This design comes from an exercise in tuning for small area and few clock cycles per item on the open sky130 flow, not from production work.
In this exercise RTL edits were held to simulation tests only and were not proved equivalent to the original.
Power and IR drop assume default switching activity.

===== flow/design.v =====
package tbs_pkg;
  localparam int CountMax = 65535;
  localparam logic [15:0] CntMax = 16'(CountMax);
  localparam logic [15:0] PosMax = 16'hFFFF;
  localparam logic [30:0] SumMax = 31'h7FFF_FFFF;
  localparam logic [14:0] LowestReset = 15'h7FFF;
  localparam logic [14:0] NormalLimitReset = 15'd464;
  localparam logic [14:0] WarningLimitReset = 15'd704;
  localparam logic [14:0] CriticalLimitReset = 15'd944;
  localparam logic [14:0] TripLevelReset = 15'd720;
  typedef enum logic [1:0] {
    CfgNormalLimit = 2'd0,
    CfgWarningLimit = 2'd1,
    CfgCriticalLimit = 2'd2,
    CfgTripLevel = 2'd3
  } cfg_idx_e;
  typedef enum logic {
    ActSample = 1'b0,
    ActClear = 1'b1
  } action_e;
  typedef struct packed {
    logic              action;
    logic signed [15:0] sample;
  } in_t;
  typedef struct packed {
    logic [14:0] min_seen;
    logic [14:0] max_seen;
    logic [30:0] total;
    logic [15:0] skipped_count;
    logic [15:0] normal_count;
    logic [15:0] warning_count;
    logic [15:0] critical_count;
    logic [15:0] shutdown_count;
    logic        trip_seen;
    logic [15:0] trip_index;
  } out_t;
  typedef struct packed {
    logic [14:0] normal_limit;
    logic [14:0] warning_limit;
    logic [14:0] critical_limit;
    logic [14:0] trip_level;
  } cfg_t;
  localparam out_t StatsReset = {
    LowestReset,   
    15'd0,         
    31'd0,         
    16'd0,         
    16'd0,         
    16'd0,         
    16'd0,         
    16'd0,         
    1'b0,          
    16'd0          
  };
endpackage
import tbs_pkg::*;
module tbs_cfg_regs (
  input  logic        clk_i,
  input  logic        rst_ni,
  input  logic        cfg_we_i,
  input  logic [1:0]  cfg_idx_i,
  input  logic [14:0] cfg_data_i,
  output tbs_pkg::cfg_t        cfg_o
);
  tbs_pkg::cfg_t cfg_d;
  tbs_pkg::cfg_t cfg_q;
  always_comb begin
    cfg_d = cfg_q;
    if (cfg_we_i) begin
      unique case (cfg_idx_i)
        CfgNormalLimit:   cfg_d.normal_limit = cfg_data_i;
        CfgWarningLimit:  cfg_d.warning_limit = cfg_data_i;
        CfgCriticalLimit: cfg_d.critical_limit = cfg_data_i;
        CfgTripLevel:     cfg_d.trip_level = cfg_data_i;
        default:          cfg_d = cfg_q;
      endcase
    end
  end
  always_ff @(posedge clk_i or negedge rst_ni) begin
    if (!rst_ni) begin
      cfg_q <= {NormalLimitReset, WarningLimitReset, CriticalLimitReset, TripLevelReset};
    end else begin
      cfg_q <= cfg_d;
    end
  end
  assign cfg_o = cfg_q;
endmodule
import tbs_pkg::*;
module tbs_stats (
  input  logic clk_i,
  input  logic rst_ni,
  input  logic accept_i,
  input  tbs_pkg::in_t  in_data_i,
  input  tbs_pkg::cfg_t cfg_i,
  output tbs_pkg::out_t res_o
);
  logic        fresh_q;
  logic [14:0] min_q, max_q;
  logic [14:0] total_lo_q;
  logic [15:0] total_hi_q;
  logic [15:0] skip_q, norm_q, warn_q, crit_q, shut_q;
  logic        trip_q;
  logic [15:0] pidx_q;
  logic        clr_a, skip_a, smp_a, wipe;
  logic [14:0] t;
  logic        in_normal, in_warning, in_critical, trip_hit;
  logic        lt_min, gt_max;
  function automatic logic le15(input logic [14:0] a, input logic [14:0] b);
    logic r;
    r = 1'b1;
    for (int i = 0; i < 15; i++) r = (!a[i] && b[i]) || (!a[i] && r) || (b[i] && r);
    le15 = r;
  endfunction
  function automatic logic [15:0] cnt_next(input logic [15:0] v, input logic en,
                                           input logic wp);
    logic g, c;
    g = en && !(&v);
    c = g;
    for (int i = 0; i < 16; i++) begin
      if (i == 8) c = g && (&v[7:0]);
      cnt_next[i] = (i == 0) ? (wp ? en : v[i] ^ c) : (!wp && (v[i] ^ c));
      c = c && v[i];
    end
  endfunction
  assign t      = in_data_i.sample[14:0];
  assign clr_a  = accept_i && in_data_i.action;
  assign skip_a = accept_i && !in_data_i.action && in_data_i.sample[15];
  assign smp_a  = accept_i && !in_data_i.action && !in_data_i.sample[15];
  assign wipe   = clr_a || fresh_q;
  assign in_normal   = le15(t, cfg_i.normal_limit);
  assign in_warning  = le15(t, cfg_i.warning_limit);
  assign in_critical = le15(t, cfg_i.critical_limit);
  assign trip_hit    = le15(cfg_i.trip_level, t);
  assign lt_min      = !le15(min_q, t);
  assign gt_max      = !le15(t, max_q);
  logic [14:0] addend, lo_sum;
  logic        lo_c, ovf;
  always_comb begin
    logic c, c0, c1;
    logic [14:8] s0, s1;
    addend = smp_a ? t : 15'd0;
    c = 1'b0;
    for (int i = 0; i < 8; i++) begin
      lo_sum[i] = total_lo_q[i] ^ addend[i] ^ c;
      c = (total_lo_q[i] && addend[i]) || (c && (total_lo_q[i] ^ addend[i]));
    end
    c0 = 1'b0;
    c1 = 1'b1;
    for (int i = 8; i < 15; i++) begin
      s0[i] = total_lo_q[i] ^ addend[i] ^ c0;
      c0 = (total_lo_q[i] && addend[i]) || (c0 && (total_lo_q[i] ^ addend[i]));
      s1[i] = total_lo_q[i] ^ addend[i] ^ c1;
      c1 = (total_lo_q[i] && addend[i]) || (c1 && (total_lo_q[i] ^ addend[i]));
    end
    lo_sum[14:8] = (s1 & {7{c}}) | (s0 & {7{!c}});
    lo_c = (c1 & c) | (c0 & !c);
  end
  assign ovf = lo_c && (&total_hi_q) && !fresh_q;
  logic [15:0] hi_next;
  always_comb begin
    logic g, c;
    g = lo_c && !(&total_hi_q);
    c = g;
    for (int i = 0; i < 16; i++) begin
      if (i == 4)  c = g && (&total_hi_q[3:0]);
      if (i == 8)  c = g && (&total_hi_q[7:0]);
      if (i == 12) c = g && (&total_hi_q[11:0]);
      hi_next[i] = (i == 0) ? (fresh_q ? 1'b0 : total_hi_q[i] ^ c)
                            : (!fresh_q && (total_hi_q[i] ^ c));
      c = c && total_hi_q[i];
    end
  end
  always_ff @(posedge clk_i or negedge rst_ni) begin
    if (!rst_ni) begin
      fresh_q    <= 1'b1;
      total_lo_q <= '0;
      trip_q     <= 1'b0;
    end else begin
      if (accept_i) fresh_q <= 1'b0;
      if (clr_a) begin
        total_lo_q <= '0;
        trip_q     <= 1'b0;
      end else begin
        total_lo_q <= lo_sum | {15{ovf}};
        trip_q     <= trip_q || (smp_a && trip_hit);
      end
    end
  end
  always_ff @(posedge clk_i) begin
    if (smp_a && (fresh_q || lt_min)) min_q <= t;
    else if (wipe)                    min_q <= LowestReset;
    if (smp_a && (fresh_q || gt_max)) max_q <= t;
    else if (wipe)                    max_q <= '0;
    total_hi_q <= clr_a ? '0 : hi_next;
    skip_q <= clr_a ? '0 : cnt_next(skip_q, skip_a, fresh_q);
    norm_q <= clr_a ? '0 : cnt_next(norm_q, smp_a && in_normal, fresh_q);
    warn_q <= clr_a ? '0 : cnt_next(warn_q, smp_a && !in_normal && in_warning, fresh_q);
    crit_q <= clr_a ? '0 : cnt_next(crit_q, smp_a && !in_normal && !in_warning && in_critical,
                                    fresh_q);
    shut_q <= clr_a ? '0 : cnt_next(shut_q, smp_a && !in_normal && !in_warning && !in_critical,
                                    fresh_q);
    pidx_q <= clr_a ? '0 : cnt_next(pidx_q, (skip_a || smp_a) && !trip_q &&
                                    !(smp_a && trip_hit), fresh_q);
  end
  assign res_o = {min_q, max_q, total_hi_q, total_lo_q,
                  skip_q, norm_q, warn_q, crit_q, shut_q, trip_q, pidx_q & {16{trip_q}}};
endmodule
import tbs_pkg::*;
module tbs_out_reg (
  input  logic clk_i,
  input  logic rst_ni,
  input  logic in_valid_i,
  output logic in_ready_o,
  output logic accept_o,
  output logic out_valid_o,
  input  logic out_ready_i
);
  logic out_valid_q;
  assign in_ready_o = !out_valid_q || out_ready_i;
  assign accept_o   = in_valid_i && in_ready_o;
  always_ff @(posedge clk_i or negedge rst_ni) begin
    if (!rst_ni) begin
      out_valid_q <= 1'b0;
    end else if (in_ready_o) begin
      out_valid_q <= in_valid_i;
    end
  end
  assign out_valid_o = out_valid_q;
endmodule
import tbs_pkg::*;
module temperature_band_statistics (
  input  logic         clk_i,
  input  logic         rst_ni,
  input  logic         in_valid_i,
  output logic         in_ready_o,
  input  logic [16:0]  in_data_i,
  output logic         out_valid_o,
  input  logic         out_ready_i,
  output logic [157:0] out_data_o,
  input  logic         cfg_we_i,
  input  logic [1:0]   cfg_idx_i,
  input  logic [14:0]  cfg_data_i
);
  tbs_pkg::cfg_t cfg;
  tbs_pkg::in_t  in_data;
  tbs_pkg::out_t res;
  logic accept;
  assign in_data    = in_data_i;
  assign out_data_o = res;
  tbs_cfg_regs u_cfg (
    .clk_i,
    .rst_ni,
    .cfg_we_i,
    .cfg_idx_i,
    .cfg_data_i,
    .cfg_o (cfg)
  );
  tbs_out_reg u_out (
    .clk_i,
    .rst_ni,
    .in_valid_i,
    .in_ready_o,
    .accept_o (accept),
    .out_valid_o,
    .out_ready_i
  );
  tbs_stats u_stats (
    .clk_i,
    .rst_ni,
    .accept_i  (accept),
    .in_data_i (in_data),
    .cfg_i     (cfg),
    .res_o     (res)
  );
endmodule

===== flow/flow/run.sh =====
#!/bin/bash
set -euo pipefail
HERE=$(pwd)
RES=$HERE/orfs/results/$FLOW_PLATFORM/temperature_band_statistics/base
YOSYS=${FLOW_HOME}/../tools/install/yosys/bin/yosys
[[ -x $YOSYS ]] || YOSYS=yosys

bash standard.sh synth > standard_synth.log 2>&1

cp $RES/1_2_yosys.v $HERE/synth_standard.v
LIB=${FLOW_HOME}/platforms/sky130hd/lib/sky130_fd_sc_hd__tt_025C_1v80.lib
sed -e "s|@LIB@|$LIB|g" -e "s|@IN@|$HERE/synth_standard.v|g" -e "s|@OUT@|$RES/1_2_yosys.v|g" \
    -e "s|@ABC@|$HERE/flow/area.abc|g" -e "s|@CONSTR@|$HERE/flow/abc.constr|g" \
    flow/remap.ys > remap_run.ys
$YOSYS -s remap_run.ys > remap.log 2>&1
rm -f $RES/1_synth.odb $RES/1_synth.sdc

export BUFFER_PORTS_ARGS="-buffer_cell sky130_fd_sc_hd__buf_1"
export CTS_ARGS="-sink_clustering_enable -repair_clock_nets -dont_use_dummy_load -buf_list sky130_fd_sc_hd__clkbuf_4 -sink_clustering_size 10 -sink_clustering_max_diameter 40"
# Downsize non-critical cells after global routing (ORFS power recovery).
export RECOVER_POWER=100
bash standard.sh > standard_make.log 2>&1

===== flow/flow/abc.constr =====
set_driving_cell sky130_fd_sc_hd__buf_1
set_load 5

===== flow/flow/area.abc =====
strash
dc2
rewrite -z
refactor -z
&get -n
&dch -f
&nf -R 1000
&put

===== flow/flow/remap.ys =====
# Map the combinational logic of the standard synthesis again; registers stay as they are.
read_liberty -ignore_miss_func @LIB@
read_verilog @IN@
hierarchy -check -top temperature_band_statistics
blackbox sky130_fd_sc_hd__df* sky130_fd_sc_hd__edf* sky130_fd_sc_hd__sdf* sky130_fd_sc_hd__dl*
flatten
rename -hide w:*.*
opt_clean
opt -fast
abc -script @ABC@ -liberty @LIB@ -dont_use *lpflow* -dont_use *probe_p* -dont_use *probec_p* -constr @CONSTR@ -D 4000
setundef -zero
splitnets
opt_clean -purge
hilomap -singleton -hicell sky130_fd_sc_hd__conb_1 HI -locell sky130_fd_sc_hd__conb_1 LO
insbuf -buf sky130_fd_sc_hd__buf_4 A X
opt_clean -purge
rename -hide w:*$func$*
stat -liberty @LIB@
write_verilog -noattr -nohex -nodec @OUT@

===== flow/standard.sh =====
#!/bin/bash
# synth_recipe.tcl (not shown) runs the flow's synth.tcl, then flattens the netlist and writes it again
# the make line also repeats each setting of config.mk as NAME=value (left out here)
make -C /OpenROAD-flow-scripts/flow DESIGN_CONFIG=/design/flow/config.mk WORK_HOME=/design/flow/orfs CLKGATE_MAP_FILE= SYNTH_SCRIPT=/design/flow/synth_recipe.tcl "${@:-finish}"

===== flow/config.mk =====
export PLATFORM = sky130hd
export DESIGN_NAME = temperature_band_statistics
export DESIGN_NICKNAME = temperature_band_statistics
export VERILOG_FILES = /design/flow/design.v
export SDC_FILE = /design/flow/constraint.sdc
export NUM_CORES = 4
export LEC_CHECK = 0
export CAP_MARGIN = 20
export CORE_MARGIN = 2
export CORE_UTILIZATION = 75
export SLEW_MARGIN = 20

===== flow/constraint.sdc =====
create_clock -name core_clock -period 6.0 [get_ports {clk_i}]
set_input_delay 1.2000 -clock core_clock [delete_from_list [all_inputs] [get_ports {clk_i}]]
set_output_delay 1.2000 -clock core_clock [all_outputs]
set_load 0.01 [all_outputs]

==> qor.txt, run 1 <==
status -> complete, but fails checks
Fail Reasons -> capacitance limit, slew limit
die area -> 0.0137 sq mm
Final Max Tran Viols -> 136
RSZ-0062 raised after global routing -> false
WL final -> 23900 um
WHS Endpoint -> u_cfg.cfg_q[36]
CTS tree -> built
Syn. warnings -> 3
setup TNS -> 0 ns
Slew HR -> -177%
fmax -> 184 MHz
HPWL Detailed -> 17100 um
hold path cells -> 2
cts hold-fix bufs -> 0
final setup fails -> 0
pin count of the biggest net entering global routing -> 79
Vias/cell -> 6.27
gpl congestion -> 0.829
Setup WS post-layout -> 0.552 ns
Max Cap Viol -> 2
DR WL/cell -> 17.2 um
most used cell, CP -> nor2_1
slew of the pin with the lowest slew margin -> 4.15 ns
Core Rows -> 41
vias in the first global route -> 7779
Die Y -> 117 um
post-CTS sizing -> 0
Final Power -> 2.80 mW
Worst Setup Start Kind -> input port
Synth Instances -> 982
H-Tree Depth -> 1
CP startpoint -> out_ready_i
pwr/cell area -> 257 mW/mm^2
proportion of layout cells with a drive suffix above 1 -> 5.24%
Critical-path top delay cell -> nor3_4
core area -> 0.0126 sq mm
first-pass GRT wire length -> 37200 um
Worst Setup End Kind -> register
Max Buffers Root-to-Sink -> 3
filler instances -> 736
CP Data Required Time -> 6.62 ns
post-CTS setup buffers -> 0
antenna-violating nets left -> 0
Syn Nets -> 1021
Worst Hold Class -> reg -> reg
Worst R2R Start -> u_out.out_valid_q
Final Hold Fails -> 0
Buf/Inv on CP -> 1
die width -> 117 um
remaining global-route overflow -> 0
CP arrival -> 6.07 ns
Synth Cell Area -> 0.00959 sq mm
worst reg2reg path endpoint -> u_stats.total_hi_q[12]
Static Leak -> 4.05 nW
# port buffers -> 198
Place WS -> -0.128 ns
CP delay by family, top -> simple AND/OR/NAND/NOR gates
Worst Path Class, Setup -> in -> reg
min-delay src -> u_cfg.cfg_q[36]
Initial Utilization -> 76.3%
syn_area_per_cell -> 9.76 sq um
clock sinks -> 220
Area Growth Syn to Fin -> 13.5%
crit path max fanout -> 6
clk_skew -> 0.0968 ns
Reg clk slew, reported paths -> 0.10 ns
clock latency (worst-skew pair) -> 0.69 ns
First DRT Iteration DRCs -> 866
via count -> 8730
Period minus WS final -> 5.45 ns
drc violations -> 0
post-layout util -> 86.6%
ant diodes -> 0
total track usage -> 34.0%
period utilization -> 90.8%
placed cell count -> 1363
io pins -> 199
# nets final -> 1262
DRT Pass-1 Iters -> 6
r2r worst-path depth -> 30
Clock Tree Root -> clkbuf_4
Max VDD drop -> 0.000184 V
r2r setup slk -> 0.74 ns
Finished Layout Cells -> 1393
initial antenna violation count -> 0
cts bufs inserted -> 30
slowest stage delay, CP -> 0.34 ns
[cells in the final DEF, fill, tap and decap left out, types with 32 or more instances in the layout]
master and n:
a21oi_1 123, and3_1 48, buf_1 196, clkinv_1 32, dfrtp_1 61, dfxtp_1 112, mux2_1 50, nand2_1 53
nor2_1 90, nor3_1 43, o21ai_0 85
[stage by stage]
step / instance area [sq um] / hold WS (ns)
after global routing: 10900 / 0.501
after global placement: 10700 / 0.461
after CTS: 10900 / 0.484
after detailed placement: 10700 / 0.469
after floorplan: 9610 / 0.446
final: 10900 / 0.482
[registers in the layout (all words and copies together), names as in the netlist]
register,count
u_cfg.cfg_q,60
u_out.out_valid_q,1
u_stats.crit_q,16
u_stats.fresh_q,1
u_stats.max_q,15
u_stats.min_q,15
u_stats.norm_q,16
u_stats.pidx_q,16
u_stats.shut_q,16
u_stats.skip_q,16
u_stats.total_hi_q,16
u_stats.total_lo_q,15
u_stats.trip_q,1
u_stats.warn_q,16
[power by group]
group          switching, mW  internal (mW)
sequential            0.0991           1.63
combinational          0.227          0.159
clock                  0.460          0.228
total                  0.786           2.02
[how the worst max path moves through the flow]
stage,depth (start not counted),endpoint,slack (ns)
final,31,u_stats.total_hi_q[12],0.55
after global routing,31,u_stats.total_hi_q[13],0.04
after CTS,31,u_stats.total_hi_q[13],0.59
after detailed placement,31,u_stats.total_hi_q[13],-0.13
after global placement,31,u_stats.total_hi_q[13],0.11
after floorplan,30,u_stats.total_hi_q[12],0.05
[area by class of cell]
class | instances | area [sq um] | area share (%)
clock buffer | 30 | 225 | 2.07
inverter | 32 | 120 | 1.10
multi-input combinational | 729 | 4380 | 40.3
sequential | 220 | 5120 | 47.0
tap | 172 | 215 | 1.98
timing repair buffer | 210 | 822 | 7.56
[worst min-delay path: stages (launching register included)]
cell      delay, ns
dfstp_2        0.39
clkinv_1       0.05
a21oi_1        0.05
[layer usage]
metal / share of wire, % / vias to the layer above / global-route usage [%]
li1: - / 4124 / -
met1: 41 / 4133 / 45.8
met2: 48 / 402 / 55.6
met3: 8.2 / 71 / 6.95
met4: 3.0 / 0 / 11.9
met5: 0 / - / 0
Testbench counts, summed over its fixed seeds: cycles 32,008, items 32,000.
==> run 2, diff against run 1 <==
--- a/flow/flow/run.sh
+++ b/flow/flow/run.sh
@@ -18,5 +18,3 @@
 export BUFFER_PORTS_ARGS="-buffer_cell sky130_fd_sc_hd__buf_1"
 export CTS_ARGS="-sink_clustering_enable -repair_clock_nets -dont_use_dummy_load -buf_list sky130_fd_sc_hd__clkbuf_4 -sink_clustering_size 10 -sink_clustering_max_diameter 40"
-# Downsize non-critical cells after global routing (ORFS power recovery).
-export RECOVER_POWER=100
 bash standard.sh > standard_make.log 2>&1
==> flow/flow/area.abc (replaced) <==
strash
dc2
&get -n
&dch -f
&nf -R 1000
&put
--- a/flow/config.mk
+++ b/flow/config.mk
@@ -8,4 +8,4 @@
 export CAP_MARGIN = 20
 export CORE_MARGIN = 2
-export CORE_UTILIZATION = 75
+export CORE_UTILIZATION = 40
 export SLEW_MARGIN = 20
==> run 2 against run 1 <==
- synthesized area up 0.69%
- register-to-register slack gained 0.35 ns
- sequential power barely moved
- largest power group unchanged
- critical path type unchanged
- sequential cell count did not move
- first-iteration DRC count shrank 43%
- the run now finishes clean
- combinational power increased by 5.4%
- clock power is 14% higher
- cell area increased by 3.5%
- routed wire length up 11%
==> qor.txt, run 2 <==
status -> no timing/DRC/antenna violations (was complete, but fails checks)
grt peak-use layer -> met2 (unchanged)
Syn. warnings -> 3 (unchanged)
HPWL Detailed -> 19100 um (was 17100 um)
proportion of layout cells with a drive suffix above 1 -> 6.30% (was 5.24%)
First DRT Iteration DRCs -> 496 (was 866)
vias in the first global route -> 8170 (was 7779)
most used cell, CP -> maj3_1 (was nor2_1)
final setup fails -> 0 (unchanged)
post-CTS sizing -> 0 (unchanged)
setup TNS -> 0 ns (unchanged)
initial antenna violation count -> 2 (was 0)
syn_area_per_cell -> 9.52 sq um (was 9.76 sq um)
Max Cap Viol -> 0 (was 2)
die width -> 159 um (was 117 um)
slew of the pin with the lowest slew margin -> 0.948 ns (was 4.15 ns)
grt met2 use -> 33.2% (was 55.6%)
drc violations -> 0 (unchanged)
slowest stage delay, CP -> 0.38 ns (was 0.34 ns)
first-pass GRT wire length -> 42800 um (was 37200 um)
Worst Setup End Kind -> register (unchanged)
CTS tree -> built (unchanged)
M3 GR Usage -> 5.24% (was 6.95%)
placed cell count -> 1551 (was 1363)
RSZ-0062 raised after global routing -> false (unchanged)
Comb pwr share -> 14.0% (was 13.8%)
pin count of the biggest net entering global routing -> 61 (was 79)
clock latency (worst-skew pair) -> 0.64 ns (was 0.69 ns)
gpl congestion -> 0.801 (was 0.829)
Critical-path top delay cell -> maj3_1 (was nor3_4)
Clock Tree Root -> clkbuf_4 (unchanged)
filler instances -> 2358 (was 736)
H-Tree Depth -> 2 (was 1)
Max Buffers Root-to-Sink -> 3 (unchanged)
Period minus WS final -> 5.29 ns (was 5.45 ns)
Synth Cell Area -> 0.00965 sq mm (was 0.00959 sq mm)
Static Leak -> 4.16 nW (was 4.05 nW)
Largest register FFs -> 60 (unchanged)
Vias/cell -> 5.39 (was 6.27)
Switching Share -> 28.5% (was 28.1%)
fmax -> 189 MHz (was 184 MHz)
cts hold-fix bufs -> 0 (unchanged)
Synth Instances -> 1014 (was 982)
Worst Hold Class -> reg -> reg (unchanged)
Final Max Tran Viols -> 0 (was 136)
Core Rows -> 56 (was 41)
Slew HR -> 36.6% (was -177%)
# nets final -> 1310 (was 1262)
internal power -> 2.08 mW (was 2.02 mW)
core area -> 0.0236 sq mm (was 0.0126 sq mm)
antenna-violating nets left -> 0 (unchanged)
most frequent cells in the layout -> buf_1 (197), a21oi_1 (129), dfxtp_1 (112) (was buf_1 (196), a21oi_1 (123), dfxtp_1 (112))
CP Data Required Time -> 6.56 ns (was 6.62 ns)
Reg clk slew, reported paths -> 0.09 ns (was 0.10 ns)
DRT Pass-1 Iters -> 5 (was 6)
post-layout util -> 47.7% (was 86.6%)
Clock power frac -> 26.9% (was 24.6%)
crit path max fanout -> 5 (was 6)
Buf/Inv on CP -> 4 (was 1)
period utilization -> 88.1% (was 90.8%)
Place WS -> 0.0723 ns (was -0.128 ns)
met1 Use GR -> 27.4% (was 45.8%)
DR WL/cell -> 16.6 um (was 17.2 um)
Seq pwr share -> 59.1% (was 61.6%)
Worst Setup Start Kind -> input port (unchanged)
Final Hold Fails -> 0 (unchanged)
Final Power -> 2.91 mW (was 2.80 mW)
Initial Utilization -> 40.9% (was 76.3%)
Max VDD drop -> 0.000119 V (was 0.000184 V)
Finished Layout Cells -> 1589 (was 1393)
Worst Path Class, Setup -> in -> reg (unchanged)
clock sinks -> 220 (unchanged)
total track usage -> 20.6% (was 34.0%)
Area Growth Syn to Fin -> 16.6% (was 13.5%)
pwr/cell area -> 258 mW/mm^2 (was 257 mW/mm^2)
Biggest register -> u_cfg.cfg_q (unchanged)
clk_skew -> 0.0983 ns (was 0.0968 ns)
NetSw -> 0.830 mW (was 0.786 mW)
Setup WS post-layout -> 0.714 ns (was 0.552 ns)
die area -> 0.0254 sq mm (was 0.0137 sq mm)
Die Y -> 159 um (was 117 um)
WL final -> 26500 um (was 23900 um)
cts bufs inserted -> 37 (was 30)
# port buffers -> 198 (unchanged)
CP arrival -> 5.84 ns (was 6.07 ns)
via count -> 8569 (was 8730)
io pins -> 199 (unchanged)
remaining global-route overflow -> 0 (unchanged)
post-CTS setup buffers -> 0 (unchanged)
CP delay by family, top -> adder cells (was simple AND/OR/NAND/NOR gates)
commonest non-fill, non-tap cell in the layout -> buf_1 (unchanged)
Syn Nets -> 1053 (was 1021)
-- run 2: cell type report --
cell class / instances / area [sq um] / area share, %
diodes: 1 / 2.50 / 0.0222
clock buffers: 37 / 278 / 2.47
inverters: 46 / 173 / 1.53
multi-input cells: 747 / 4380 / 38.9
flip-flops and latches: 220 / 5120 / 45.4
well taps: 319 / 399 / 3.55
repair buffers: 219 / 905 / 8.04
-- run 2: per-layer routing --
layer  vias up  routed length (um)  part of all wire (%)
met4         0                 626                   2.4
li1       4250                   -                     -
met3        52                1890                   7.1
met2       254               12000                    45
met1      4013               12000                    45
met5         -                   0                     0
-- run 2: final timing paths --
kind	startpoint	end	slack, ns	cells past startpoint
max in group asynchronous	rst_ni	u_stats.total_lo_q[9]	4.39	2
worst max-delay path	in_data_i[0]	u_stats.shut_q[7]	0.71	27
worst min register to register	u_cfg.cfg_q[4]	u_cfg.cfg_q[4]	0.47	2
min in group asynchronous	rst_ni	u_cfg.cfg_q[48]	0.48	1
worst max register to register	u_cfg.cfg_q[30]	u_stats.shut_q[7]	1.09	25
worst min-delay path	u_cfg.cfg_q[4]	u_cfg.cfg_q[4]	0.47	2
-- run 2: worst min-delay path: cells and delay by family (launching register included) --
kind	cells	cell delay [ns]
AOI/OAI and AO/OA	1	0.05
DFF	1	0.38
buffers and inverters	1	0.04
-- run 2: power by group through the flow --
| stage | registers, mW | logic, mW | clock network, mW |
|---|---|---|---|
| global placement | 1.75 | 0.404 | 0 |
| floorplan | 1.74 | 0.252 | 0 |
| CTS | 1.72 | 0.411 | 0.818 |
| detailed placement | 1.75 | 0.409 | 0 |
| finish | 1.72 | 0.408 | 0.782 |
| global route | 1.73 | 0.458 | 0.873 |
-- run 2: per-stage QoR --
stage	cell area (sq um)	hold WS, ns
2_1_floorplan	9670	0.440
3_3_place_gp	11000	0.451
3_5_place_dp	11000	0.460
4_1_cts	11300	0.446
5_1_grt	11300	0.469
6_report	11300	0.467
==> run 3, diff against run 2 <==
--- a/flow/flow/run.sh
+++ b/flow/flow/run.sh
@@ -16,4 +16,6 @@
 rm -f $RES/1_synth.odb $RES/1_synth.sdc
 
+# Timing-driven placement weights nets by timing but does not keep its trial buffering.
+export GPL_KEEP_OVERFLOW=0
 export BUFFER_PORTS_ARGS="-buffer_cell sky130_fd_sc_hd__buf_1"
 export CTS_ARGS="-sink_clustering_enable -repair_clock_nets -dont_use_dummy_load -buf_list sky130_fd_sc_hd__clkbuf_4 -sink_clustering_size 10 -sink_clustering_max_diameter 40"
==> flow/flow/area.abc (replaced) <==
strash
dc2
rewrite -z
refactor -z
&get -n
&deepsyn -T 60
&dch -f
&nf -R 1000
&put
--- a/flow/config.mk
+++ b/flow/config.mk
@@ -8,4 +8,4 @@
 export CAP_MARGIN = 20
 export CORE_MARGIN = 2
-export CORE_UTILIZATION = 40
+export CORE_UTILIZATION = 65
 export SLEW_MARGIN = 20
==> run 3 against run 2 <==
- sequential power about the same
- count of clock-buffer cells in the layout decreased by 3
- global-route usage increased by 7.8 points
- clock power decreased by 6.8%
- hold slack improved by 0.0081 ns
- fmax decreased by 8.3%
- combinational power increased by 4%
- utilization increased by 28 points
- total power decreased by 0.68%
- synthesized cell count decreased by 2.3%
- routed wire length decreased by 14%
- critical path type unchanged
- largest cell class unchanged
- largest power group unchanged
==> qor.txt, run 3 <==
post-layout util -> 76.0% (was 47.7%)
H-Tree Depth -> 2 (unchanged)
first-pass GRT wire length -> 36700 um (was 42800 um)
pin count of the biggest net entering global routing -> 40 (was 61)
Largest register FFs -> 60 (unchanged)
min-delay src -> u_cfg.cfg_q[6] (was u_cfg.cfg_q[4])
commonest non-fill, non-tap cell in the layout -> buf_1 (unchanged)
Period minus WS final -> 5.76 ns (was 5.29 ns)
Final Max Tran Viols -> 0 (unchanged)
Synth Instances -> 991 (was 1014)
grt peak-use layer -> met2 (unchanged)
Biggest register -> u_cfg.cfg_q (unchanged)
RSZ-0062 raised after global routing -> false (unchanged)
Worst Setup Start Kind -> input port (unchanged)
gpl congestion -> 0.869 (was 0.801)
Max Cap Viol -> 0 (unchanged)
Vias/cell -> 5.96 (was 5.39)
Die Y -> 125 um (was 159 um)
via count -> 8452 (was 8569)
grt met2 use -> 45.5% (was 33.2%)
Area Growth Syn to Fin -> 14.9% (was 16.6%)
status -> no timing/DRC/antenna violations (unchanged)
Place WS -> -0.667 ns (was 0.0723 ns)
Final Hold Fails -> 0 (unchanged)
# nets final -> 1274 (was 1310)
Syn Nets -> 1030 (was 1053)
Setup WS post-layout -> 0.236 ns (was 0.714 ns)
Worst Path Class, Setup -> in -> reg (unchanged)
drc violations -> 0 (unchanged)
syn_area_per_cell -> 9.63 sq um (was 9.52 sq um)
core area -> 0.0144 sq mm (was 0.0236 sq mm)
CTS tree -> built (unchanged)
slew of the pin with the lowest slew margin -> 0.954 ns (was 0.948 ns)
Static Leak -> 4.16 nW (about the same)
M3 GR Usage -> 5.39% (was 5.24%)
r2r worst-path depth -> 23 (was 25)
proportion of layout cells with a drive suffix above 1 -> 6.89% (was 6.30%)
cts bufs inserted -> 34 (was 37)
hold path cells -> 2 (unchanged)
clk_skew -> 0.0883 ns (was 0.0983 ns)
Reg clk slew, reported paths -> 0.10 ns (was 0.09 ns)
clock latency (worst-skew pair) -> 0.63 ns (was 0.64 ns)
HPWL Detailed -> 16600 um (was 19100 um)
WHS Endpoint -> u_cfg.cfg_q[6] (was u_cfg.cfg_q[4])
Initial Utilization -> 66.1% (was 40.9%)
met1 Use GR -> 39.4% (was 27.4%)
antenna-violating nets left -> 0 (unchanged)
cts hold-fix bufs -> 0 (unchanged)
clock sinks -> 220 (unchanged)
# port buffers -> 198 (unchanged)
Max Buffers Root-to-Sink -> 3 (unchanged)
Core Rows -> 44 (was 56)
Worst R2R Start -> u_cfg.cfg_q[15] (was u_cfg.cfg_q[30])
Syn. warnings -> 3 (unchanged)
WL final -> 22700 um (was 26500 um)
Slew HR -> 36.2% (was 36.6%)
io pins -> 199 (unchanged)
final setup fails -> 0 (unchanged)
CP Data Required Time -> 6.48 ns (was 6.56 ns)
total track usage -> 28.4% (was 20.6%)
period utilization -> 96.1% (was 88.1%)
First DRT Iteration DRCs -> 527 (was 496)
DRT Pass-1 Iters -> 5 (unchanged)
die area -> 0.0157 sq mm (was 0.0254 sq mm)
most frequent cells in the layout -> buf_1 (194), dfxtp_1 (112), nor2_1 (105) (was buf_1 (197), a21oi_1 (129), dfxtp_1 (112))
pwr/cell area -> 263 mW/mm^2 (was 258 mW/mm^2)
worst reg2reg path endpoint -> u_stats.crit_q[14] (was u_stats.shut_q[7])
Clock Tree Root -> clkbuf_4 (unchanged)
fmax -> 173 MHz (was 189 MHz)
die width -> 125 um (was 159 um)
setup TNS -> 0 ns (unchanged)
Synth Cell Area -> 0.00954 sq mm (was 0.00965 sq mm)
Worst Setup End Kind -> register (unchanged)
Max VDD drop -> 0.000210 V (was 0.000119 V)
Worst Hold Class -> reg -> reg (unchanged)
CP arrival -> 6.24 ns (was 5.84 ns)
DR WL/cell -> 16.0 um (was 16.6 um)
crit path max fanout -> 7 (was 5)
remaining global-route overflow -> 0 (unchanged)
vias in the first global route -> 7473 (was 8170)
r2r setup slk -> 0.52 ns (was 1.09 ns)
initial antenna violation count -> 1 (was 2)
[run 3: area by class of cell]
type,instances,area (sq um)
fillers,1116,3460
diodes,1,2.50
multi-input cells,737,4340
inverters,33,138
flip-flops and latches,220,5120
repair buffers,209,885
clock buffers,34,255
well taps,184,230
[run 3: worst max path at each step]
stage	slack, ns	startpoint	cells after the start	endpoint
after detailed placement	-0.67	in_data_i[4]	22	u_stats.crit_q[14]
after CTS	0.03	in_data_i[0]	23	u_stats.crit_q[14]
after global placement	-0.66	in_data_i[4]	23	u_stats.crit_q[15]
after global routing	0.005	in_data_i[2]	23	u_stats.crit_q[14]
final	0.24	in_data_i[0]	24	u_stats.crit_q[14]
after floorplan	0.09	in_data_i[1]	23	u_stats.crit_q[15]
[run 3: power by group]
group / switching [mW] / total (mW) / internal, mW
sequential: 0.103 / 1.73 / 1.63
clock: 0.467 / 0.729 / 0.262
combinational: 0.243 / 0.425 / 0.182
total: 0.813 / 2.89 / 2.07
[run 3: what timing repair did]
item,in CTS,in global routing
setup buffers,1,4
endpoints found under the setup margin,1,9
gates resized for setup,1,18
pin swaps,0,3
hold endpoints to repair,0,0
[run 3: critical path, stage by stage]
cell and delay (ns):
buf_2 0.15, nand2b_1 0.07, maj3_1 0.35, a21oi_1 0.11
o21ai_0 0.11, a222oi_1 0.35, o22ai_1 0.12, a222oi_1 0.37
o2bb2ai_1 0.11, maj3_1 0.36, maj3_1 0.36, maj3_1 0.38
maj3_2 0.34, nand2_2 0.09, nor2_1 0.06, and3_4 0.21
and3_1 0.21, and3_1 0.21, and3_1 0.21, and2_1 0.18
and4_2 0.27, and3_2 0.25, nor2_1 0.12, a211oi_2 0.06
[run 3: metal layers]
| layer | part of all wire (%) | vias to the layer above |
|---|---|---|
| met2 | 45 | 275 |
| met1 | 45 | 3998 |
| met5 | 0 | - |
| met3 | 6.9 | 43 |
| li1 | - | 4136 |
| met4 | 3.0 | 0 |
[run 3: metrics by stage]
stage / cells / total power [mW] / hold slack [ns] / cell area [sq um]
floorplan: 991 / 2.02 / 0.447 / 9540
global placement: 1372 / 2.16 / 0.456 / 10500
detailed placement: 1378 / 2.18 / 0.463 / 10600
CTS: 1413 / 2.90 / 0.457 / 10900
global route: 1418 / 3.03 / 0.489 / 11000
finish: 1418 / 2.89 / 0.475 / 11000
==> run 4, diff against run 3 <==
--- a/flow/flow/run.sh
+++ b/flow/flow/run.sh
@@ -16,7 +16,9 @@
 rm -f $RES/1_synth.odb $RES/1_synth.sdc
 
-# Timing-driven placement weights nets by timing but does not keep its trial buffering.
-export GPL_KEEP_OVERFLOW=0
 export BUFFER_PORTS_ARGS="-buffer_cell sky130_fd_sc_hd__buf_1"
 export CTS_ARGS="-sink_clustering_enable -repair_clock_nets -dont_use_dummy_load -buf_list sky130_fd_sc_hd__clkbuf_4 -sink_clustering_size 10 -sink_clustering_max_diameter 40"
+# Downsize non-critical cells after global routing (ORFS power recovery).
+export RECOVER_POWER=100
+# ... then fix any slew/cap violation it leaves (flow/post_grt.tcl).
+export POST_GLOBAL_ROUTE_TCL=$HERE/flow/post_grt.tcl
 bash standard.sh > standard_make.log 2>&1
==> flow/flow/post_grt.tcl (new file) <==
# After ORFS's power recovery (which downsizes cells and may leave slew or capacitance
# violations, e.g. on the reset tree), repair slew/cap again and re-route the nets
# that changed, then rewrite the route guides for detailed routing.
log_cmd estimate_parasitics -global_routing
log_cmd global_route -start_incremental
log_cmd repair_design -slew_margin 20 -cap_margin 20 -verbose
log_cmd detailed_placement
log_cmd global_route -end_incremental
log_cmd estimate_parasitics -global_routing
report_check_types -max_slew -max_capacitance -violators
write_guides $::env(RESULTS_DIR)/route.guide
==> run 4 against run 3 <==
- critical path depth stayed put
- utilization is 0.50 points higher
- global-route usage is 0.52 points higher
- sequential cell count stayed put
- register-to-register slack better by 0.14 ns
- total power is 1.0% lower
- hold slack better by 0.0032 ns
- count of clock-buffer cells in the layout is 3 lower
- fmax is 3.4% higher
- synthesized area stayed put
==> qor.txt, run 4 <==
status -> no timing/DRC/antenna violations (unchanged)
core area -> 0.0144 sq mm (unchanged)
Largest register FFs -> 60 (unchanged)
filler instances -> 1120 (was 1116)
proportion of layout cells with a drive suffix above 1 -> 6.25% (was 6.89%)
Period minus WS final -> 5.57 ns (was 5.76 ns)
Synth Instances -> 991 (unchanged)
DR WL/cell -> 15.8 um (was 16.0 um)
HPWL Detailed -> 16700 um (was 16600 um)
Vias/cell -> 5.93 (was 5.96)
total track usage -> 28.9% (was 28.4%)
Final Power -> 2.86 mW (was 2.89 mW)
Max VDD drop -> 0.000196 V (was 0.000210 V)
Final Max Tran Viols -> 0 (unchanged)
remaining global-route overflow -> 0 (unchanged)
most frequent cells in the layout -> buf_1 (197), dfxtp_1 (112), nor2_1 (106) (was buf_1 (194), dfxtp_1 (112), nor2_1 (105))
via count -> 8599 (was 8452)
Slew HR -> 35.4% (was 36.2%)
io pins -> 199 (unchanged)
Worst Hold Class -> reg -> reg (unchanged)
die width -> 125 um (unchanged)
Synth Cell Area -> 0.00954 sq mm (unchanged)
DRT Pass-1 Iters -> 5 (unchanged)
vias in the first global route -> 7880 (was 7473)
Initial Utilization -> 66.1% (unchanged)
Max Buffers Root-to-Sink -> 3 (unchanged)
clock latency (worst-skew pair) -> 0.68 ns (was 0.63 ns)
CP Cell Sequence -> buf_1 -> nand2b_1 -> maj3_1 -> a21oi_1 -> o21ai_0 -> a222oi_1 -> o22ai_1 -> a222oi_1 -> o2bb2ai_1 -> maj3_1 -> maj3_1 -> maj3_1 -> maj3_1 -> nand2_1 -> nor2_1 -> and3_1 -> and3_1 -> and3_1 -> and3_1 -> and2_0 -> and4_1 -> and3_1 -> a21oi_1 -> nor2_1 (was buf_2 -> nand2b_1 -> maj3_1 -> a21oi_1 -> o21ai_0 -> a222oi_1 -> o22ai_1 -> a222oi_1 -> o2bb2ai_1 -> maj3_1 -> maj3_1 -> maj3_1 -> maj3_2 -> nand2_2 -> nor2_1 -> and3_4 -> and3_1 -> and3_1 -> and3_1 -> and2_1 -> and4_2 -> and3_2 -> nor2_1 -> a211oi_2)
crit path max fanout -> 4 (was 7)
Core Rows -> 44 (unchanged)
initial antenna violation count -> 1 (unchanged)
Place WS -> -0.224 ns (was -0.667 ns)
# port buffers -> 198 (unchanged)
First DRT Iteration DRCs -> 622 (was 527)
slew of the pin with the lowest slew margin -> 0.966 ns (was 0.954 ns)
pwr/cell area -> 259 mW/mm^2 (was 263 mW/mm^2)
Biggest register -> u_cfg.cfg_q (unchanged)
clock sinks -> 220 (unchanged)
commonest non-fill, non-tap cell in the layout -> buf_1 (unchanged)
Setup WS post-layout -> 0.427 ns (was 0.236 ns)
H-Tree Depth -> 1 (was 2)
Critical-path top delay cell -> maj3_1 (unchanged)
Syn Nets -> 1030 (unchanged)
CP Data Required Time -> 6.54 ns (was 6.48 ns)
first-pass GRT wire length -> 37700 um (was 36700 um)
post-CTS setup buffers -> 0 (was 1)
CP arrival -> 6.12 ns (was 6.24 ns)
drc violations -> 0 (unchanged)
Static Leak -> 4.22 nW (was 4.16 nW)
period utilization -> 92.9% (was 96.1%)
final setup fails -> 0 (unchanged)
Max Cap Viol -> 0 (unchanged)
Area Growth Syn to Fin -> 15.7% (was 14.9%)
Final Hold Fails -> 0 (unchanged)
cts hold-fix bufs -> 0 (unchanged)
WL final -> 22900 um (was 22700 um)
fmax -> 179 MHz (was 173 MHz)
pin count of the biggest net entering global routing -> 79 (was 40)
cts bufs inserted -> 31 (was 34)
CTS tree -> built (unchanged)
Syn. warnings -> 3 (unchanged)
clk_skew -> 0.0602 ns (was 0.0883 ns)
Reg clk slew, reported paths -> 0.10 ns (about the same)
# nets final -> 1305 (was 1274)
die area -> 0.0157 sq mm (unchanged)
syn_area_per_cell -> 9.63 sq um (unchanged)
antenna-violating nets left -> 0 (unchanged)
gpl congestion -> 0.886 (was 0.869)
Die Y -> 125 um (unchanged)
Worst Setup End Kind -> register (unchanged)
post-CTS sizing -> 0 (was 1)
Worst Setup Start Kind -> input port (unchanged)
slowest stage delay, CP -> 0.38 ns (about the same)
Clock Tree Root -> clkbuf_4 (unchanged)
Worst Path Class, Setup -> in -> reg (unchanged)
## run 4: cell type report
| cell class | instances | area, sq um | share of cell area, % |
|---|---|---|---|
| Tap cell | 184 | 230 | 2.09 |
| Multi-Input combinational cell | 737 | 4300 | 39.0 |
| Clock buffer | 31 | 233 | 2.11 |
| Timing Repair Buffer | 243 | 1030 | 9.33 |
| Antenna cell | 1 | 2.50 | 0.0227 |
| Sequential cell | 220 | 5120 | 46.4 |
| Inverter | 33 | 125 | 1.13 |
## run 4: worst paths after layout
| check | start | end | slack [ns] | cells after the start |
|---|---|---|---|---|
| min in group asynchronous | rst_ni | u_stats.total_lo_q[5] | 0.51 | 1 |
| setup / recovery | in_data_i[0] | u_stats.crit_q[15] | 0.43 | 24 |
| hold reg to reg | u_cfg.cfg_q[6] | u_cfg.cfg_q[6] | 0.48 | 2 |
| setup reg to reg | u_cfg.cfg_q[15] | u_stats.crit_q[15] | 0.66 | 23 |
| hold / removal | u_cfg.cfg_q[6] | u_cfg.cfg_q[6] | 0.48 | 2 |
| max in group asynchronous | rst_ni | u_cfg.cfg_q[39] | 4.79 | 2 |
## run 4: per-layer routing
metal / track usage, % / part of all wire (%)
met1: 41.0 / 45
met2: 46.2 / 45
met3: 4.28 / 6.5
met4: 10.2 / 2.9
met5: 0 / 0
## run 4: critical path, delay by kind of cell
family	cells	cell delay [ns]
AOI/OAI and AO/OA	7	1.34
adders and majority gates	5	1.83
buffers and inverters	1	0.10
and+or+nand+nor	11	1.63
## run 4: metrics by stage
step | utilization (%) | cell area, sq um | instances | hold WS (ns) | TNS, ns
4_1_cts | 76.9 | 11100 | 1447 | 0.480 | 0
2_1_floorplan | - | 9540 | 991 | 0.447 | 0
6_report | 76.5 | 11000 | 1449 | 0.478 | 0
3_5_place_dp | 75.3 | 10900 | 1416 | 0.464 | -0.911
3_3_place_gp | 75.3 | 10900 | 1416 | 0.455 | -0.521
## run 4: power breakdown
group | total (mW) | switching (mW) | internal [mW]
Combinational | 0.431 | 0.247 | 0.183
Sequential | 1.73 | 0.100 | 1.63
Clock | 0.697 | 0.461 | 0.236
Total | 2.86 | 0.808 | 2.05
==> run 5, diff against run 4 <==
==> flow/flow/area.abc (replaced) <==
strash
dc2
rewrite -z
refactor -z
&get -n
&dch -f
&nf -R 1000
&put
==> run 5 against run 4 <==
- critical path depth up 7
- fmax up 4.3%
- critical endpoint is now u_stats.total_hi_q[13]
- hold slack better by 0.0046 ns
- non-clock buffer count down 26
- sequential power about the same
- global-route usage up 0.80 points
- highest routed layer unchanged
- total power down 1.9%
- count of clock-buffer cells in the layout down 1
==> qor.txt, run 5 <==
Area Growth Syn to Fin -> 14.4% (was 15.7%)
Worst Hold Class -> reg -> reg (unchanged)
Slew HR -> 29.8% (was 35.4%)
hold_ws -> 0.482 ns (was 0.478 ns)
Switching Share -> 28.0% (was 28.3%)
Syn Nets -> 1021 (was 1030)
CP arrival -> 5.93 ns (was 6.12 ns)
cts hold-fix bufs -> 0 (unchanged)
CP Data Required Time -> 6.58 ns (was 6.54 ns)
Largest register FFs -> 60 (unchanged)
filler instances -> 1140 (was 1120)
slowest stage delay, CP -> 0.33 ns (was 0.38 ns)
worst reg2reg path endpoint -> u_stats.total_hi_q[13] (was u_stats.crit_q[15])
Biggest register -> u_cfg.cfg_q (unchanged)
DR WL/cell -> 17.0 um (was 15.8 um)
min-delay src -> u_cfg.cfg_q[36] (was u_cfg.cfg_q[6])
total track usage -> 29.7% (was 28.9%)
Seq pwr share -> 61.4% (was 60.6%)
antenna-violating nets left -> 0 (unchanged)
First DRT Iteration DRCs -> 555 (was 622)
clock latency (worst-skew pair) -> 0.66 ns (was 0.68 ns)
Initial Utilization -> 66.2% (was 66.1%)
Max Cap Viol -> 0 (unchanged)
post-CTS sizing -> 0 (unchanged)
Die Y -> 125 um (about the same)
drc violations -> 0 (unchanged)
Period minus WS final -> 5.34 ns (was 5.57 ns)
post-layout util -> 75.7% (was 76.5%)
pwr/cell area -> 256 mW/mm^2 (was 259 mW/mm^2)
most frequent cells in the layout -> buf_1 (196), a21oi_1 (123), dfxtp_1 (112) (was buf_1 (197), dfxtp_1 (112), nor2_1 (106))
Max VDD drop -> 0.000174 V (was 0.000196 V)
HPWL Detailed -> 17000 um (was 16700 um)
CTS tree -> built (unchanged)
internal power -> 2.02 mW (was 2.05 mW)
r2r worst-path depth -> 30 (was 23)
die width -> 125 um (about the same)
clk_skew -> 0.0529 ns (was 0.0602 ns)
Clock power frac -> 24.5% (was 24.4%)
Critical-path top delay cell -> nor3_4 (was maj3_1)
Worst Setup End Kind -> register (unchanged)
final setup fails -> 0 (unchanged)
WL final -> 24100 um (was 22900 um)
proportion of layout cells with a drive suffix above 1 -> 5.62% (was 6.25%)
cts bufs inserted -> 30 (was 31)
first-pass GRT wire length -> 38900 um (was 37700 um)
Reg clk slew, reported paths -> 0.10 ns (about the same)
Clock Tree Root -> clkbuf_4 (unchanged)
# nets final -> 1269 (was 1305)
slew of the pin with the lowest slew margin -> 1.05 ns (was 0.966 ns)
status -> no timing/DRC/antenna violations (unchanged)
Vias/cell -> 6.08 (was 5.93)
Worst Path Class, Setup -> in -> reg (unchanged)
DRT Pass-1 Iters -> 5 (unchanged)
via count -> 8585 (was 8599)
clock sinks -> 220 (unchanged)
die area -> 0.0157 sq mm (about the same)
r2r setup slk -> 0.87 ns (was 0.66 ns)
# port buffers -> 198 (unchanged)
Max Buffers Root-to-Sink -> 3 (unchanged)
Final Max Tran Viols -> 0 (unchanged)
gpl congestion -> 0.864 (was 0.886)
commonest non-fill, non-tap cell in the layout -> buf_1 (unchanged)
Worst Setup Start Kind -> input port (unchanged)
WHS Endpoint -> u_cfg.cfg_q[36] (was u_cfg.cfg_q[6])
core area -> 0.0145 sq mm (was 0.0144 sq mm)
pin count of the biggest net entering global routing -> 79 (unchanged)
Comb pwr share -> 14.0% (was 15.1%)
remaining global-route overflow -> 0 (unchanged)
Static Leak -> 4.09 nW (was 4.22 nW)
fmax -> 187 MHz (was 179 MHz)
Core Rows -> 44 (unchanged)
H-Tree Depth -> 1 (unchanged)
initial antenna violation count -> 1 (unchanged)
syn_area_per_cell -> 9.76 sq um (was 9.63 sq um)
vias in the first global route -> 7936 (was 7880)
Synth Instances -> 982 (was 991)
Worst R2R Start -> u_out.out_valid_q (was u_cfg.cfg_q[15])
post-CTS setup buffers -> 0 (unchanged)
Syn. warnings -> 3 (unchanged)
most used cell, CP -> nor2_1
Synth Cell Area -> 0.00959 sq mm (was 0.00954 sq mm)
Final Hold Fails -> 0 (unchanged)
period utilization -> 89.1% (was 92.9%)
NetSw -> 0.786 mW (was 0.808 mW)
hold path cells -> 2 (unchanged)
crit path max fanout -> 6 (was 4)
io pins -> 199 (unchanged)
-- run 5: through the flow --
step	power (mW)	setup WS, ns	setup TNS [ns]	std cells	instance area (sq um)
floorplan	1.98	0.0527	0	982	9610
global placement	2.12	0.105	0	1379	10700
detailed placement	2.14	-0.0983	-0.184	1379	10700
CTS	2.81	0.577	0	1409	10900
finish	2.80	0.657	0	1413	11000
-- run 5: layout make-up --
| cell class | instances | area (sq um) | share of cell area (%) |
|---|---|---|---|
| Sequential cell | 220 | 5120 | 46.7 |
| Inverter | 32 | 120 | 1.10 |
| Timing Repair Buffer | 217 | 888 | 8.10 |
| Antenna cell | 1 | 2.50 | 0.0228 |
| Clock buffer | 30 | 225 | 2.05 |
| Tap cell | 184 | 230 | 2.10 |
| Multi-Input combinational cell | 729 | 4380 | 40.0 |
-- run 5: worst max-delay path, delay by kind of cell --
| kind | cells | cell delay [ns] |
|---|---|---|
| and+or+nand+nor | 23 | 3.35 |
| buffers and inverters | 1 | 0.06 |
| AOI/OAI and AO/OA | 7 | 1.31 |
-- run 5: layer usage --
metal | vias to the layer above | routed length, um | track usage, %
li1 | 4157 | - | -
met1 | 4065 | 10400 | 39.6
met2 | 308 | 11200 | 48.6
met3 | 55 | 1690 | 6.29
met4 | 0 | 787 | 10.5
met5 | - | 0 | 0
-- run 5: worst max path at each step --
stage                      from                endpoint  slack (ns)  depth (start not counted)
floorplan           out_ready_i  u_stats.total_hi_q[12]        0.05                         30
global placement    out_ready_i  u_stats.total_hi_q[13]        0.10                         31
detailed placement  out_ready_i  u_stats.total_hi_q[13]        -0.1                         31
CTS                 out_ready_i  u_stats.total_hi_q[13]        0.58                         31
finish              out_ready_i  u_stats.total_hi_q[13]        0.66                         31
-- run 5: power groups by stage --
stage | registers [mW] | logic, mW | clock network [mW]
detailed placement | 1.75 | 0.388 | 0
finish | 1.72 | 0.393 | 0.688
CTS | 1.72 | 0.391 | 0.701
global placement | 1.75 | 0.374 | 0
floorplan | 1.74 | 0.244 | 0
==> run 6, diff against run 5 <==
--- a/flow/flow/run.sh
+++ b/flow/flow/run.sh
@@ -16,4 +16,6 @@
 rm -f $RES/1_synth.odb $RES/1_synth.sdc
 
+# Timing-driven placement weights nets by timing but does not keep its trial buffering.
+export GPL_KEEP_OVERFLOW=0
 export BUFFER_PORTS_ARGS="-buffer_cell sky130_fd_sc_hd__buf_1"
 export CTS_ARGS="-sink_clustering_enable -repair_clock_nets -dont_use_dummy_load -buf_list sky130_fd_sc_hd__clkbuf_4 -sink_clustering_size 10 -sink_clustering_max_diameter 40"
==> flow/flow/area.abc (replaced) <==
strash
dc2
rewrite -z
refactor -z
&get -n
&deepsyn -T 60
&dch -f
&nf -R 1000
&put
==> run 6 against run 5 <==
- still clean
- global-route usage down 1.3 points
- via count down 1.4%
- sequential cell count unchanged
- clock skew up 0.045 ns
- routed wire length down 4.6%
==> qor.txt, run 6 <==
Worst Path Class, Setup -> in -> reg (unchanged)
CP delay by family, top -> adder cells (was simple AND/OR/NAND/NOR gates)
vias in the first global route -> 7473 (was 7936)
io pins -> 199 (unchanged)
H-Tree Depth -> 2 (was 1)
Final Hold Fails -> 0 (unchanged)
Period minus WS final -> 5.80 ns (was 5.34 ns)
First DRT Iteration DRCs -> 507 (was 555)
slowest stage delay, CP -> 0.38 ns (was 0.33 ns)
Worst Setup End Kind -> register (unchanged)
DRT Pass-1 Iters -> 5 (unchanged)
Slew HR -> 35.4% (was 29.8%)
die area -> 0.0157 sq mm (about the same)
pwr/cell area -> 263 mW/mm^2 (was 256 mW/mm^2)
crit path max fanout -> 7 (was 6)
Synth Cell Area -> 0.00954 sq mm (was 0.00959 sq mm)
proportion of layout cells with a drive suffix above 1 -> 6.72% (was 5.62%)
Worst Setup Start Kind -> input port (unchanged)
CP Data Required Time -> 6.51 ns (was 6.58 ns)
Vias/cell -> 5.95 (was 6.08)
status -> no timing/DRC/antenna violations (unchanged)
post-CTS sizing -> 1 (was 0)
Area Growth Syn to Fin -> 15.1% (was 14.4%)
post-CTS setup buffers -> 1 (was 0)
Core Rows -> 44 (unchanged)
total track usage -> 28.4% (was 29.7%)
CP arrival -> 6.32 ns (was 5.93 ns)
clk_skew -> 0.0977 ns (was 0.0529 ns)
remaining global-route overflow -> 0 (unchanged)
# nets final -> 1277 (was 1269)
clock sinks -> 220 (unchanged)
Max VDD drop -> 0.000214 V (was 0.000174 V)
DR WL/cell -> 16.2 um (was 17.0 um)
Max Buffers Root-to-Sink -> 3 (unchanged)
drc violations -> 0 (unchanged)
Clock Tree Root -> clkbuf_4 (unchanged)
fmax -> 172 MHz (was 187 MHz)
Worst Hold Class -> reg -> reg (unchanged)
Final Power -> 2.89 mW (was 2.80 mW)
most frequent cells in the layout -> buf_1 (194), dfxtp_1 (112), nor2_1 (105) (was buf_1 (196), a21oi_1 (123), dfxtp_1 (112))
pin count of the biggest net entering global routing -> 40 (was 79)
core area -> 0.0144 sq mm (was 0.0145 sq mm)
Final Max Tran Viols -> 0 (unchanged)
Syn. warnings -> 3 (unchanged)
CP Cell Sequence -> buf_2 -> nand2b_1 -> maj3_1 -> a21oi_1 -> o21ai_0 -> a222oi_1 -> o22ai_1 -> a222oi_1 -> o2bb2ai_1 -> maj3_1 -> maj3_1 -> maj3_1 -> maj3_2 -> nand2_2 -> nor2_1 -> and3_4 -> and3_1 -> and3_1 -> and3_1 -> and2_1 -> and4_1 -> and3_1 -> a211oi_1
commonest non-fill, non-tap cell in the layout -> buf_1 (unchanged)
period utilization -> 96.7% (was 89.1%)
Largest register FFs -> 60 (unchanged)
setup TNS -> 0 ns (unchanged)
cts hold-fix bufs -> 0 (unchanged)
clock latency (worst-skew pair) -> 0.64 ns (was 0.66 ns)
Reg clk slew, reported paths -> 0.10 ns (about the same)
first-pass GRT wire length -> 36700 um (was 38900 um)
Max Cap Viol -> 0 (unchanged)
cts bufs inserted -> 34 (was 30)
via count -> 8461 (was 8585)
final setup fails -> 0 (unchanged)
Syn Nets -> 1030 (was 1021)
# port buffers -> 198 (unchanged)
syn_area_per_cell -> 9.63 sq um (was 9.76 sq um)
Buf/Inv on CP -> 1 (unchanged)
HPWL Detailed -> 16600 um (was 17000 um)
die width -> 125 um (about the same)
Die Y -> 125 um (about the same)
CTS tree -> built (unchanged)
Synth Instances -> 991 (was 982)
Static Leak -> 4.18 nW (was 4.09 nW)
gpl congestion -> 0.869 (was 0.864)
slew of the pin with the lowest slew margin -> 0.966 ns (was 1.05 ns)
Biggest register -> u_cfg.cfg_q (unchanged)
Initial Utilization -> 66.1% (was 66.2%)
initial antenna violation count -> 1 (unchanged)
Critical-path top delay cell -> a222oi_1 (was nor3_4)
WL final -> 23000 um (was 24100 um)
antenna-violating nets left -> 0 (unchanged)
r2r setup slk -> 0.47 ns (was 0.87 ns)
run 6: cell types whose count changed in the layout (fill, tap and decap cells not counted), moves of 7 or more:
cell	change
nor2_1	+15
o211ai_1	+12
xnor2_1	-7
nand2_1	+35
maj3_1	+7
o21ai_0	-15
a21oi_1	-24
and2_0	+12
run 6: path summary, 6_finish.rpt:
path,start,endpoint,cells after the start
min,u_cfg.cfg_q[6],u_cfg.cfg_q[6],2
min reg2reg,u_cfg.cfg_q[6],u_cfg.cfg_q[6],2
max reg2reg,u_cfg.cfg_q[15],u_stats.crit_q[14],22
max,in_data_i[0],u_stats.crit_q[14],23
min in group asynchronous,rst_ni,u_cfg.cfg_q[33],1
max in group asynchronous,rst_ni,u_stats.fresh_q,3
run 6: final cells by class:
type	count	area, sq um
well taps	184	230
repair buffers	212	920
inverters	33	138
diodes	1	2.50
multi-input cells	737	4320
fillers	1109	3440
flip-flops and latches	220	5120
clock buffers	34	255
run 6: power by group:
| part | internal, mW | total (mW) | switching (mW) |
|---|---|---|---|
| Combinational | 0.184 | 0.429 | 0.245 |
| Clock | 0.262 | 0.731 | 0.469 |
| Sequential | 1.63 | 1.73 | 0.104 |
| Total | 2.08 | 2.89 | 0.818 |
run 6: per-stage QoR:
stage / setup slack, ns / cells / hold WS, ns / utilization [%] / area [sq um]
2_1_floorplan: 0.0853 / 991 / 0.447 / - / 9540
3_5_place_dp: -0.667 / 1378 / 0.463 / 73.7 / 10600
4_1_cts: 0.0268 / 1413 / 0.457 / 75.5 / 10900
6_report: 0.195 / 1421 / 0.475 / 76.2 / 11000
3_3_place_gp: -0.659 / 1372 / 0.456 / 72.8 / 10500
run 6: worst reg2reg max path, stage by stage (launching register included):
cell       delay [ns]
dfrtp_1          0.39
nand2b_1         0.14
maj3_1           0.35
a21oi_1          0.13
o21ai_0          0.13
a222oi_1         0.36
o22ai_1          0.12
a222oi_1         0.38
o2bb2ai_1        0.11
maj3_1           0.36
maj3_1           0.36
maj3_1           0.38
maj3_2           0.34
nand2_2          0.09
nor2_1           0.06
and3_4           0.21
and3_1           0.21
and3_1           0.21
and3_1           0.21
and2_1           0.18
and4_1           0.25
and3_1           0.23
a211oi_1         0.23
run 6: metal layers:
layer  vias up  global-route usage, %  wire length [um]
met5         -                      0                 0
met4         0                   9.67               716
met3        47                   5.39              1640
met2       291                   45.5             10500
met1      3992                   39.4             10100
li1       4131                      -                 -
==> run 7, diff against run 6 <==
==> flow/flow/area.abc (replaced) <==
strash
dc2
rewrite -z
refactor -z
&get -n
&dch -f
&nf -R 1000
&put
==> run 7 against run 6 <==
- combinational power decreased by about 10%
- routed wire length increased by 3.9%
- synthesized cell count decreased by 0.91%
- via count increased by 0.96%
- critical endpoint is now u_stats.total_hi_q[13]
- count of clock-buffer cells in the layout decreased by 3
- cell count decreased by 1.1%
- sequential share of layout area increased by 0.22 points
- critical path type unchanged
==> qor.txt, run 7 <==
Final Power -> 2.81 mW (was 2.89 mW)
filler instances -> 1123 (was 1109)
core area -> 0.0145 sq mm (was 0.0144 sq mm)
H-Tree Depth -> 1 (was 2)
Max VDD drop -> 0.000149 V (was 0.000214 V)
most frequent cells in the layout -> buf_1 (196), a21oi_1 (123), dfxtp_1 (112) (was buf_1 (194), dfxtp_1 (112), nor2_1 (105))
HPWL Detailed -> 17000 um (was 16600 um)
r2r worst-path depth -> 31 (was 22)
clock latency (worst-skew pair) -> 0.70 ns (was 0.64 ns)
Slew HR -> 36.5% (was 35.4%)
post-layout util -> 75.5% (was 76.2%)
Synth Instances -> 982 (was 991)
fmax -> 182 MHz (was 172 MHz)
internal power -> 2.02 mW (was 2.08 mW)
status -> no timing/DRC/antenna violations (unchanged)
post-CTS sizing -> 0 (was 1)
Syn. warnings -> 3 (unchanged)
remaining global-route overflow -> 0 (unchanged)
Area Growth Syn to Fin -> 14.0% (was 15.1%)
Clock Tree Root -> clkbuf_4 (unchanged)
first-pass GRT wire length -> 39000 um (was 36700 um)
NetSw -> 0.786 mW (was 0.818 mW)
r2r setup slk -> 0.72 ns (was 0.47 ns)
# port buffers -> 198 (unchanged)
die width -> 125 um (about the same)
WHS Endpoint -> u_cfg.cfg_q[36] (was u_cfg.cfg_q[6])
final setup fails -> 0 (unchanged)
Vias/cell -> 6.08 (was 5.95)
Max Buffers Root-to-Sink -> 3 (unchanged)
Clock power frac -> 24.9% (was 25.3%)
commonest non-fill, non-tap cell in the layout -> buf_1 (unchanged)
Switching Share -> 28.0% (was 28.3%)
cts hold-fix bufs -> 0 (unchanged)
Largest register FFs -> 60 (unchanged)
clk_skew -> 0.108 ns (was 0.0977 ns)
Worst Hold Class -> reg -> reg (unchanged)
Biggest register -> u_cfg.cfg_q (unchanged)
Period minus WS final -> 5.49 ns (was 5.80 ns)
proportion of layout cells with a drive suffix above 1 -> 5.49% (was 6.72%)
crit path max fanout -> 8 (was 7)
Core Rows -> 44 (unchanged)
Final Hold Fails -> 0 (unchanged)
CP delay by family, top -> simple AND/OR/NAND/NOR gates (was adder cells)
CP arrival -> 6.06 ns (was 6.32 ns)
WL final -> 23800 um (was 23000 um)
Die Y -> 125 um (about the same)
most used cell, CP -> nor2_1
pin count of the biggest net entering global routing -> 60 (was 40)
slew of the pin with the lowest slew margin -> 0.949 ns (was 0.966 ns)
Worst R2R Start -> u_out.out_valid_q (was u_cfg.cfg_q[15])
worst reg2reg path endpoint -> u_stats.total_hi_q[13] (was u_stats.crit_q[14])
Worst Path Class, Setup -> in -> reg (unchanged)
CTS tree -> built (unchanged)
Placed Area -> 0.0107 sq mm (was 0.0106 sq mm)
clock sinks -> 220 (unchanged)
Static Leak -> 4.06 nW (was 4.18 nW)
gpl congestion -> 0.864 (was 0.869)
Syn Nets -> 1021 (was 1030)
DRT Pass-1 Iters -> 5 (unchanged)
final instance area -> 0.0109 sq mm (was 0.0110 sq mm)
io pins -> 199 (unchanged)
Worst Setup Start Kind -> input port (unchanged)
syn_area_per_cell -> 9.76 sq um (was 9.63 sq um)
initial antenna violation count -> 1 (unchanged)
Synth Cell Area -> 0.00959 sq mm (was 0.00954 sq mm)
CP Data Required Time -> 6.57 ns (was 6.51 ns)
Comb pwr share -> 13.7% (was 14.8%)
pwr/cell area -> 257 mW/mm^2 (was 263 mW/mm^2)
die area -> 0.0157 sq mm (about the same)
antenna-violating nets left -> 0 (unchanged)
Buf/Inv on CP -> 2 (was 1)
Max Cap Viol -> 0 (unchanged)
vias in the first global route -> 7924 (was 7473)
Final Max Tran Viols -> 0 (unchanged)
total track usage -> 29.7% (was 28.4%)
First DRT Iteration DRCs -> 492 (was 507)
cts bufs inserted -> 31 (was 34)
drc violations -> 0 (unchanged)
DR WL/cell -> 17.0 um (was 16.2 um)
Initial Utilization -> 66.2% (was 66.1%)
Reg clk slew, reported paths -> 0.10 ns (about the same)
period utilization -> 91.5% (was 96.7%)
Worst Setup End Kind -> register (unchanged)
via count -> 8542 (was 8461)
# nets final -> 1261 (was 1277)
Seq pwr share -> 61.4% (was 59.9%)
slowest stage delay, CP -> 0.29 ns (was 0.38 ns)
post-CTS setup buffers -> 0 (was 1)
hold path cells -> 2 (unchanged)
Critical-path top delay cell -> nor2b_1 (was a222oi_1)
min-delay src -> u_cfg.cfg_q[36] (was u_cfg.cfg_q[6])
-- run 7: worst max-delay path by stage --
stage / slack, ns / from / end / depth (start not counted)
6_report: 0.51 / out_ready_i / u_stats.total_hi_q[13] / 32
4_1_cts: 0.17 / out_ready_i / u_stats.total_hi_q[13] / 31
3_5_place_dp: -0.95 / out_ready_i / u_stats.total_hi_q[13] / 31
3_3_place_gp: -0.77 / out_ready_i / u_stats.total_hi_q[14] / 30
2_1_floorplan: 0.05 / out_ready_i / u_stats.total_hi_q[12] / 30
-- run 7: per-stage QoR --
step                setup TNS (ns)  hold WS [ns]  instances  setup WS (ns)
floorplan                        0         0.446        982         0.0527
global placement            -17.71         0.459       1363         -0.773
detailed placement          -11.36         0.468       1367         -0.948
CTS                              0         0.479       1399          0.167
finish                           0         0.484       1405          0.510
-- run 7: tightest hold or removal path, stage by stage, from the launching register on --
cell      delay (ns)
dfstp_2         0.37
clkinv_1        0.06
a21oi_1         0.06
-- run 7: metal layers --
layer	vias up	share of wire [%]	global-route usage (%)	wire [um]
met1	4026	43	40.2	10400
met3	58	7.4	6.38	1780
met5	-	0	0	0
li1	4142	-	-	-
met2	316	46	47.9	11000
met4	0	2.8	10.1	665
-- run 7: power groups by stage --
stage / clock network, mW / logic [mW] / registers (mW)
2_1_floorplan: 0 / 0.244 / 1.74
3_3_place_gp: 0 / 0.364 / 1.75
3_5_place_dp: 0 / 0.384 / 1.75
4_1_cts: 0.710 / 0.386 / 1.72
6_report: 0.699 / 0.386 / 1.72
-- run 7: cell type report --
type | count | area [sq um] | area share [%]
Sequential cell | 220 | 5120 | 46.8
Antenna cell | 1 | 2.50 | 0.0229
Clock buffer | 31 | 233 | 2.13
Timing Repair Buffer | 206 | 820 | 7.50
Inverter | 32 | 120 | 1.10
Multi-Input combinational cell | 731 | 4410 | 40.4
Tap cell | 184 | 230 | 2.11

## what the ideal ports hide
No port has a modelled driver above. Below, the same layouts with a new extraction and two added sets of constraints. Step 1 sets driving cells, clkbuf_16 on the clock port and buf_2 on the other inputs (assumed; they add their load-dependent delay and slew). Step 2 times the ports against the registers' clock, not the clock port: input delays grow and output delays shrink by t, the midpoint of the rising clock arrivals with the driver on. Slacks: ideal / step 1 / step 2; pairs: ideal / step 1.
run | t, ns | setup WS [ns] | worst setup path after step 2
run 1 | 0.682 | 0.552 / 0.555 / -0.127 | input to register
run 2 | 0.633 | 0.714 / 0.732 / 0.099 | input to register
run 3 | 0.621 | 0.236 / 0.253 / -0.368 | input to register
run 4 | 0.685 | 0.427 / 0.443 / -0.243 | input to register
run 5 | 0.671 | 0.657 / 0.674 / 0.003 | input to register
run 6 | 0.627 | 0.195 / 0.213 / -0.414 | input to register
run 7 | 0.683 | 0.510 / 0.522 / -0.161 | input to register
For run 1, which loses most, drivers alone change the setup slack by +0.003 ns; drivers and shift together by -0.679 ns.
